Background: an optimization exercise with open tools, aiming at small area and few clock cycles. Do not read the settings as production practice. In this exercise RTL edits were held to simulation tests only and were not proved equivalent to the original.

## tundra
==> flow/design.v <==
`default_nettype none
package dcache_pkg;
	localparam int word_width      = 32;
	localparam int num_ways        = 2;
	localparam int num_sets        = 8;
	localparam int index_width     = 3;
	localparam int tag_width       = 26;
	localparam int words_per_block = 2;
	localparam int num_frames      = 16;
endpackage
`default_nettype wire
`timescale 1ns/1ps
`default_nettype none
module dcache (
	input  logic        clk,
	input  logic        rst_n,
	input  logic        dp_ren,
	input  logic        dp_wen,
	input  logic [31:0] dp_addr,
	input  logic [31:0] dp_store,
	input  logic        halt,
	output logic        dp_hit,
	output logic [31:0] dp_load,
	output logic        flushed,
	output logic        mem_ren,
	output logic        mem_wen,
	output logic [31:0] mem_addr,
	output logic [31:0] mem_store,
	input  logic        mem_dwait,
	input  logic [31:0] mem_load
);
	logic [25:0] tag_q  [16];   
	logic [31:0] data_q [32];   
	logic [1:0]  sst_q [8];
	logic [31:0] dirty_q;       
	logic [1:0]  fv_q;          
	logic [1:0]  fk_q;          
	logic [25:0] ft_q [2];
	logic [2:0]  fs_q [2];
	logic [1:0]  fw_q;          
	logic [1:0]  fb_q;          
	logic        fgo_q;         
	logic [7:0]  flset_q;
	logic        req;
	logic [25:0] dtag;
	logic [2:0]  didx;
	logic        dw;
	assign req  = dp_ren | dp_wen;
	assign dtag = dp_addr[31:6];
	assign didx = dp_addr[5:3];
	assign dw   = dp_addr[2];
	logic [7:0]  set_oh;
	always_comb begin
		for (int i = 0; i < 8; i++) begin
			set_oh[i] = halt ? flset_q[i] : (didx == 3'(i));
		end
	end
	logic [25:0] tag_r [2];         
	logic [31:0] data_r [2][2];     
	logic [1:0]  valid_r;
	logic [1:0]  sst_r;
	logic [3:0]  dirty_r;           
	always_comb begin
		for (int w = 0; w < 2; w++) begin
			tag_r[w] = '0;
			for (int s = 0; s < 8; s++) begin
				tag_r[w] = tag_r[w] | ({26{set_oh[s]}} & tag_q[2 * s + w]);
			end
			for (int b = 0; b < 2; b++) begin
				data_r[w][b] = '0;
				for (int s = 0; s < 8; s++) begin
					data_r[w][b] = data_r[w][b] | ({32{set_oh[s]}} & data_q[4 * s + 2 * w + b]);
				end
			end
		end
		sst_r   = '0;
		dirty_r = '0;
		for (int s = 0; s < 8; s++) begin
			sst_r   = sst_r | ({2{set_oh[s]}} & sst_q[s]);
			dirty_r = dirty_r | ({4{set_oh[s]}} & dirty_q[4 * s +: 4]);
		end
	end
	logic        m0, m1, hit, hw;
	assign valid_r = {sst_r[1], |sst_r};
	assign m0  = valid_r[0] && (tag_r[0] == dtag);
	assign m1  = valid_r[1] && (tag_r[1] == dtag);
	assign hit = m0 | m1;
	assign hw  = m1;
	logic        victim;
	logic        dv_c, dv_o, wb_need;
	logic        wword;
	logic [1:0] nd0, nd1;
	assign nd0     = 2'(dirty_r[0]) + 2'(dirty_r[1]);
	assign nd1     = 2'(dirty_r[2]) + 2'(dirty_r[3]);
	assign victim  = !valid_r[0] ? 1'b0 : (!valid_r[1] ? 1'b1 :
	                 (nd0 < nd1) ? 1'b0 : ((nd1 < nd0) ? 1'b1 : sst_r[0]));
	assign dv_c    = dirty_r[{victim, dw}];
	assign dv_o    = dirty_r[{victim, ~dw}];
	assign wb_need = dv_c | dv_o;
	assign wword   = dv_c ? dw : ~dw;
	logic        fl_any;
	logic        fl_way, fl_word;
	logic        any_dirty;
	assign fl_any    = |dirty_r;
	assign fl_way    = !(dirty_r[0] | dirty_r[1]);
	assign fl_word   = fl_way ? !dirty_r[2] : !dirty_r[0];
	assign any_dirty = |dirty_q;
	logic        wb_way, wb_word;
	assign wb_way  = halt ? fl_way  : victim;
	assign wb_word = halt ? fl_word : wword;
	logic [1:0]  pend_e;
	logic        pend, busy, miss_go, fill_go, fill_done;
	always_comb begin
		for (int e = 0; e < 2; e++) begin
			pend_e[e] = fv_q[e] && !fk_q[e] && (fs_q[e] == didx) && (fw_q[e] == hw) && (fb_q[e] == dw);
		end
	end
	assign pend = |pend_e;
	assign busy = (fv_q[0] && (fs_q[0] == didx) && (fw_q[0] == victim)) ||
	              (fv_q[1] && (fs_q[1] == didx) && (fw_q[1] == victim));
	assign miss_go   = !fgo_q && req && !hit && !busy && (wb_need || (dp_ren && !fv_q[1]));
	assign fill_go   = fgo_q || (fv_q[0] && !miss_go);
	assign fill_done = fill_go && !mem_dwait;
	logic        fill_wr;    
	logic        hit_ok;     
	logic        miss_ok;    
	logic        clr_en;     
	logic        kill;
	always_comb begin
		hit_ok  = 1'b0;
		miss_ok = 1'b0;
		kill    = 1'b0;
		if (req && hit) begin
			if (dp_wen) begin
				hit_ok = pend_e[0] || !(fill_done && !fk_q[0]);
				kill   = hit_ok && pend;
			end else begin
				hit_ok = !pend || (pend_e[0] && fill_done);
			end
		end else if (req && !busy && !wb_need) begin
			miss_ok = dp_wen ? (!fv_q[1] && !(fill_done && !fk_q[0])) : (miss_go && !mem_dwait);
		end
	end
	assign fill_wr = fill_done && !fk_q[0] && !(kill && pend_e[0]);
	assign clr_en  = mem_wen && !mem_dwait;
	assign dp_hit  = hit_ok || miss_ok;
	assign flushed = halt && !any_dirty && !fv_q[0];
	always_comb begin
		if (hit && !pend) begin
			dp_load = hw ? data_r[1][dw] : data_r[0][dw];
		end else begin
			dp_load = mem_load;
		end
	end
	always_comb begin
		mem_ren   = 1'b0;
		mem_wen   = 1'b0;
		mem_store = data_r[wb_way][wb_word];
		if (fill_go) begin
			mem_ren  = 1'b1;
			mem_addr = {ft_q[0], fs_q[0], fb_q[0], 2'b00};
		end else if (halt) begin
			mem_wen  = fl_any && !fv_q[0];
			mem_addr = {tag_r[fl_way], flset_idx(flset_q), fl_word, 2'b00};
		end else if (wb_need) begin
			mem_wen  = miss_go;
			mem_addr = {tag_r[victim], didx, wword, 2'b00};
		end else begin
			mem_ren  = miss_go;
			mem_addr = {dtag, didx, dw, 2'b00};
		end
	end
	function automatic logic [2:0] flset_idx(input logic [7:0] oh);
		flset_idx = 3'd0;
		for (int i = 0; i < 8; i++) begin
			if (oh[i]) flset_idx = flset_idx | 3'(i);
		end
	endfunction
	logic        wr_way;
	logic [31:0] wdata;
	logic [31:0] wr_en;
	assign wr_way = m1 | (!m0 & victim);
	assign wdata  = (dp_wen && !fill_wr) ? dp_store : mem_load;
	always_comb begin
		for (int i = 0; i < 32; i++) begin
			wr_en[i] = (fill_wr && (i == {fs_q[0], fw_q[0], fb_q[0]})) ||
			           ((hit_ok && dp_wen || miss_ok) && (i == {didx, wr_way, dw}));
		end
	end
	logic fq_new0;
	assign fq_new0 = !fv_q[0] || (fill_done && !fv_q[1]);
	always_ff @(posedge clk) begin
		for (int i = 0; i < 32; i++) begin
			if (wr_en[i]) data_q[i] <= wdata;
		end
		if (miss_ok) begin
			tag_q[{didx, victim}] <= dtag;
		end
		if (fill_done) begin
			ft_q[0] <= ft_q[1];
			fs_q[0] <= fs_q[1];
		end
		if (miss_ok) begin
			if (fq_new0) begin
				ft_q[0] <= dtag;
				fs_q[0] <= didx;
			end else begin
				ft_q[1] <= dtag;
				fs_q[1] <= didx;
			end
		end
	end
	always_ff @(posedge clk, negedge rst_n) begin
		if (!rst_n) begin
			for (int i = 0; i < 8; i++) sst_q[i] <= 2'd0;
			dirty_q <= '0;
			fv_q    <= '0;
			fk_q    <= '0;
			fw_q    <= '0;
			fb_q    <= '0;
			fgo_q   <= 1'b0;
			flset_q <= 8'd1;
		end else begin
			if (clr_en) begin
				dirty_q[{(halt ? flset_idx(flset_q) : didx), wb_way, wb_word}] <= 1'b0;
			end
			if (dp_hit && dp_wen) begin
				dirty_q[{didx, wr_way, dw}] <= 1'b1;
			end
			if (dp_hit) begin
				sst_q[didx] <= (valid_r[1] || (miss_ok && victim)) ? {1'b1, ~wr_way} : 2'd1;
			end
			begin
				logic [1:0] v, k, w, b;
				v = fv_q;
				k = fk_q | ({2{kill}} & pend_e);
				w = fw_q;
				b = fb_q;
				if (fill_done) begin
					v = {1'b0, v[1]};
					k = {1'b0, k[1]};
					w = {1'b0, w[1]};
					b = {1'b0, b[1]};
				end
				if (miss_ok) begin
					if (!v[0]) begin
						v[0] = 1'b1;
						k[0] = 1'b0;
						w[0] = victim;
						b[0] = ~dw;
					end else begin
						v[1] = 1'b1;
						k[1] = 1'b0;
						w[1] = victim;
						b[1] = ~dw;
					end
				end
				fv_q <= v;
				fk_q <= k;
				fw_q <= w;
				fb_q <= b;
			end
			fgo_q <= fill_go && mem_dwait;
			if (halt && !fv_q[0] && !fl_any) begin
				flset_q <= {flset_q[6:0], flset_q[7]};
			end
		end
	end
endmodule
`default_nettype wire
`timescale 1ns/1ps
`default_nettype none
module dcache_top (
	input  wire        clk,
	input  wire        rst_n,
	input  wire        dp_ren,
	input  wire        dp_wen,
	input  wire [31:0] dp_addr,
	input  wire [31:0] dp_store,
	input  wire        halt,
	output wire        dp_hit,
	output wire [31:0] dp_load,
	output wire        flushed,
	output wire        mem_ren,
	output wire        mem_wen,
	output wire [31:0] mem_addr,
	output wire [31:0] mem_store,
	input  wire        mem_dwait,
	input  wire [31:0] mem_load
);
	dcache i_dcache (
		.clk       (clk),
		.rst_n     (rst_n),
		.dp_ren    (dp_ren),
		.dp_wen    (dp_wen),
		.dp_addr   (dp_addr),
		.dp_store  (dp_store),
		.halt      (halt),
		.dp_hit    (dp_hit),
		.dp_load   (dp_load),
		.flushed   (flushed),
		.mem_ren   (mem_ren),
		.mem_wen   (mem_wen),
		.mem_addr  (mem_addr),
		.mem_store (mem_store),
		.mem_dwait (mem_dwait),
		.mem_load  (mem_load)
	);
endmodule
`default_nettype wire
export LEC_CHECK = 0
export CAP_MARGIN = 20
export CORE_MARGIN = 2
export CORE_UTILIZATION = 60
export CTS_CLUSTER_DIAMETER = 150
export CTS_CLUSTER_SIZE = 20
export SLEW_MARGIN = 20
create_clock -name core_clock -period 11.0 [get_ports {clk}]
standard.sh (not shown) runs the stock make flow with config.mk's settings and CLKGATE_MAP_FILE= SYNTH_SCRIPT=/design/flow/synth_recipe.tcl, a recipe that flattens the netlist after the stock synthesis.
==> flow/flow/run.sh <==
#!/bin/bash
# Standard ORFS layout, with two sizing changes:
#  - port buffers are plain buf_1 cells instead of the platform's default pick
#  - timing repair may resize a cell into a different footprint
# The make output goes to flow_make.log in the work folder.
set -euo pipefail
bash standard.sh MATCH_CELL_FOOTPRINT=0 "BUFFER_PORTS_ARGS=-buffer_cell sky130_fd_sc_hd__buf_1" finish > flow_make.log 2>&1
Testbench counts of tundra, summed over its fixed seeds: cycles 39,499.
Setup changes, tundra to quartz
--- a/flow/design.v
+++ b/flow/design.v
@@ -114,14 +114,20 @@
 		for (int e = 0; e < 2; e++) begin
 			pend_e[e] = fv_q[e] && !fk_q[e] && (fs_q[e] == didx) && (fw_q[e] == hw) && (fb_q[e] == dw);
 		end
 	end
 	assign pend = |pend_e;
-	assign busy = (fv_q[0] && (fs_q[0] == didx) && (fw_q[0] == victim)) ||
-	              (fv_q[1] && (fs_q[1] == didx) && (fw_q[1] == victim));
+	logic [1:0]  vict_e, drop_e;
+	always_comb begin
+		for (int e = 0; e < 2; e++) begin
+			vict_e[e] = fv_q[e] && (fs_q[e] == didx) && (fw_q[e] == victim);
+		end
+	end
+	assign drop_e = {2{req && !hit}} & vict_e & {1'b1, !fgo_q};
+	assign busy   = |vict_e;
 	assign miss_go   = !fgo_q && req && !hit && !busy && (wb_need || (dp_ren && !fv_q[1]));
-	assign fill_go   = fgo_q || (fv_q[0] && !miss_go);
+	assign fill_go   = fgo_q || (fv_q[0] && !miss_go && !drop_e[0]);
 	assign fill_done = fill_go && !mem_dwait;
 	logic        fill_wr;    
 	logic        hit_ok;     
 	logic        miss_ok;    
 	logic        clr_en;     
@@ -194,11 +200,11 @@
 			if (wr_en[i]) data_q[i] <= wdata;
 		end
 		if (miss_ok) begin
 			tag_q[{didx, victim}] <= dtag;
 		end
-		if (fill_done) begin
+		if (fill_done || drop_e[0]) begin
 			ft_q[0] <= ft_q[1];
 			fs_q[0] <= fs_q[1];
 		end
 		if (miss_ok) begin
 			if (fq_new0) begin
@@ -234,11 +240,12 @@
 				logic [1:0] v, k, w, b;
 				v = fv_q;
 				k = fk_q | ({2{kill}} & pend_e);
 				w = fw_q;
 				b = fb_q;
-				if (fill_done) begin
+				v[1] = v[1] && !drop_e[1];
+				if (fill_done || drop_e[0]) begin
 					v = {1'b0, v[1]};
 					k = {1'b0, k[1]};
 					w = {1'b0, w[1]};
 					b = {1'b0, b[1]};
 				end
### Flow results
Via-per-instance ratio essentially unchanged between quartz and tundra. tundra → quartz: floorplan die area shows an increase of about 1.5%; mean routed wirelength per cell down about 4%; count of distinct cell types in the synthesized netlist higher; final area increased 550 um^2. Going from tundra to quartz, the fraction of the cycle the final worst path needs was found to have gone up by 1.1 points.
Testbench counts of quartz, summed over its fixed seeds: cycles 38,848.

[port drivers added, routing unchanged]
How much do the figures lean on ideal ports? The routed layouts below were timed once more, with nothing changed but the port constraints. Step 1: set_driving_cell puts a clkbuf_16 on clk and a buf_2 on each other input, an assumption about the parent block. Step 2 moves the port delays by t, midway between the first and last clock arrival at a register: inputs arrive t later, outputs are due t later. That takes back most of the time a late clock gives input paths. a / b / c = ideal / step 1 / step 2; a / b = the first two.
| run | t, ns | setup WS [ns] | worst data-port slew with drivers (ns) |
|---|---|---|---|
| tundra | 0.764 | 0.741 / 0.709 / 0.709 | 0.14 |
| quartz | 0.774 | 0.615 / 0.586 / 0.586 | 0.11 |
After both steps every run listed still meets setup and hold. The setup slack of tundra, which loses most, moves by -0.032 ns with the drivers and by -0.032 ns with both steps.
